This is an optimization exercise on Yosys and OpenROAD, whose aim is small area, not a production implementation. Only simulation tests tie the RTL to the original design; equivalence was not proved.

P:
==> flow/design.v (excerpt) <==
module icache_sa
#(
   parameter int ADDR_W     = 32,
   parameter int LINE_BYTES = 16,
   parameter int SETS       = 4,
   parameter int WAYS       = 4,
   parameter int CNT_W      = 16
) (
   input  logic                                clk,
   input  logic                                reset,
   input  logic                                flush_i,
   input  logic                                cpu_req,
   input  logic [ADDR_W-1:0]                   cpu_addr,
   output logic [31:0]                         cpu_rdata,
   output logic                                cpu_valid,
   output logic                                cpu_stall,
   output logic                                mem_req,
   output logic [ADDR_W-$clog2(LINE_BYTES)-1:0] mem_addr,
   input  logic [LINE_BYTES*8-1:0]             mem_rdata,
   input  logic                                mem_ready,
   output logic [CNT_W-1:0]                    hit_cnt_o,
   output logic [CNT_W-1:0]                    miss_cnt_o
);
   localparam int OFF_W  = $clog2(LINE_BYTES);
   localparam int IDX_W  = $clog2(SETS);
   localparam int TAG_W  = ADDR_W - OFF_W - IDX_W;
   localparam int WAY_W  = (WAYS > 1) ? $clog2(WAYS) : 1;
   localparam int WPL    = LINE_BYTES / 4;
   localparam int WS_W   = (WPL > 1) ? $clog2(WPL) : 1;
   localparam int LINE_W = LINE_BYTES * 8;
  ...
Size: ~2700 flip-flops, ~260 I/O pins, ~82000 um^2 of cells after synthesis.
clock: 6.0 ns
lec_check: 0
cap_margin: 20
core_margin: 2
core_utilization: 70
place_density: 0.8
slew_margin: 20
synth_hierarchical: 1
standard.sh (not shown) runs the stock make flow with config.mk's settings and CLKGATE_MAP_FILE= SYNTH_SCRIPT=/design/flow/synth_recipe.tcl, a recipe that flattens the netlist after the stock synthesis.
==> flow/flow/run.sh <==
#!/bin/bash
# The standard layout (the standard.sh, standard synthesis unchanged) with
# two different arguments: the clock tree is built from clkbuf_16 clusters
# without dummy loads, and the port buffers are buf_1 cells.
set -euo pipefail
export CTS_ARGS="-sink_clustering_enable -repair_clock_nets -dont_use_dummy_load -buf_list sky130_fd_sc_hd__clkbuf_16 -sink_clustering_size 30 -sink_clustering_max_diameter 60"
export BUFFER_PORTS_ARGS="-buffer_cell sky130_fd_sc_hd__buf_1"
bash standard.sh > standard.log 2>&1
[inputs] Q vs P
- CTS_CLUSTER_SIZE newly set to 30
- CTS_BUF_LIST newly set to sky130_fd_sc_hd__clkbuf_16
- PLACE_DENSITY changed from 0.8 to 0.7
- CORE_UTILIZATION changed from 70 to 60
- CTS_CLUSTER_DIAMETER newly set to 60
### Flow results
Per the comparison of Q with P, peak supply drop dropped about 3.3%; number of cells traversed by the worst hold path barely changed.
Q ended with more first-pass GRT wire length than P.
Looking at insertion delay to the later sink of the worst-skew pair, Q sits 0.03 ns above P.
Total via count after detailed routing (higher): P
Compared with P, Q shows a max-slew headroom at the worst pin that is 6.1 points higher.
Summary — fmax, Q relative to P: higher, by 2.4%.

* * *

== 11-22 ==
icache_sa, a different RTL version from the one above (not shown whole).
Size in the first run: ~7700 cells after synthesis, roughly 91000 µm² of cells after synthesis.
Settings: LEC_CHECK=0, CAP_MARGIN=20, CORE_MARGIN=2, CORE_UTILIZATION=60, CTS_BUF_LIST=sky130_fd_sc_hd__clkbuf_16, CTS_CLUSTER_DIAMETER=60, CTS_CLUSTER_SIZE=30, PLACE_DENSITY=0.7, SLEW_MARGIN=20, SYNTH_HIERARCHICAL=1; clock period 6.0 ns.
run.sh (not shown) runs the stock make flow with config.mk's settings and CLKGATE_MAP_FILE= SYNTH_SCRIPT=/design/flow/synth_recipe.tcl, a recipe that flattens the netlist after the stock synthesis.
Stock flow here: none of the scripts above is used.
The final layout from 11-22, which completed every stage, passed the timing, design-rule and antenna checks at the end of the flow.
What 08-18 does differently from 11-22 at the input level:
==> flow/flow/run.sh (new file) <==
#!/bin/bash
# The standard layout (the standard.sh, standard synthesis unchanged) with
# two different arguments: the clock tree is built from clkbuf_16 clusters
# without dummy loads, and the port buffers are buf_1 cells.
set -euo pipefail
export CTS_ARGS="-sink_clustering_enable -repair_clock_nets -dont_use_dummy_load -buf_list sky130_fd_sc_hd__clkbuf_16 -sink_clustering_size 30 -sink_clustering_max_diameter 60"
export BUFFER_PORTS_ARGS="-buffer_cell sky130_fd_sc_hd__buf_1"
bash standard.sh > standard.log 2>&1
==> flow/standard.sh (new file) <==
#!/bin/bash
# synth_recipe.tcl (not shown) runs the flow's synth.tcl, then flattens the netlist and writes it again
# the make line also repeats each setting of config.mk as NAME=value (left out here)
make -C /OpenROAD-flow-scripts/flow DESIGN_CONFIG=/design/flow/config.mk WORK_HOME=/design/flow/orfs CLKGATE_MAP_FILE= SYNTH_SCRIPT=/design/flow/synth_recipe.tcl "${@:-finish}"
removed: flow/run.sh
--- outcome ---
Comparing 11-22 and 08-18, the lower total global-route track usage is on 11-22.
[08-18] final cell count fell about 1.9% relative to 11-22
Setup WNS 11-22 -> 08-18: worse

afterwards: timing with drivers on the ports:
The flow's constraints put no driver on any port. The routed layouts listed below were extracted and timed again, unchanged, in two steps.
Step 1 assumes that a clkbuf_16 drives the clock port and a buf_2 every other input.
Step 2 times the ports against the registers' clock, not the clock port: input delays grow and output delays shrink by t, the midpoint of the rising clock arrivals with the driver on.
Three values: ideal ports, drivers, drivers and shift; two values: the first two.
| run | t, ns | slack for setup (ns) | worst hold slack (ns) | worst setup path at the end | worst register clock-pin slew, ns |
|---|---|---|---|---|---|
| P | 0.847 | 0.061 / 0.020 / 0.020 | 0.312 / 0.312 / 0.312 | input to output | 0.11 / 0.11 |
| Q | 0.880 | 0.202 / 0.156 / 0.156 | 0.306 / 0.306 / 0.306 | input to output | 0.11 / 0.11 |
| 11-22 | 0.893 | 0.305 / 0.255 / 0.267 | 0.467 / 0.467 / 0.467 | input to output | 0.11 / 0.11 |
| 08-18 | 0.873 | 0.202 / 0.162 / 0.162 | 0.462 / 0.462 / 0.462 | input to output | 0.11 / 0.11 |
After both steps every run listed still meets setup and hold. For Q, which loses most, drivers alone change the setup slack by -0.046 ns; drivers and shift together by -0.046 ns.
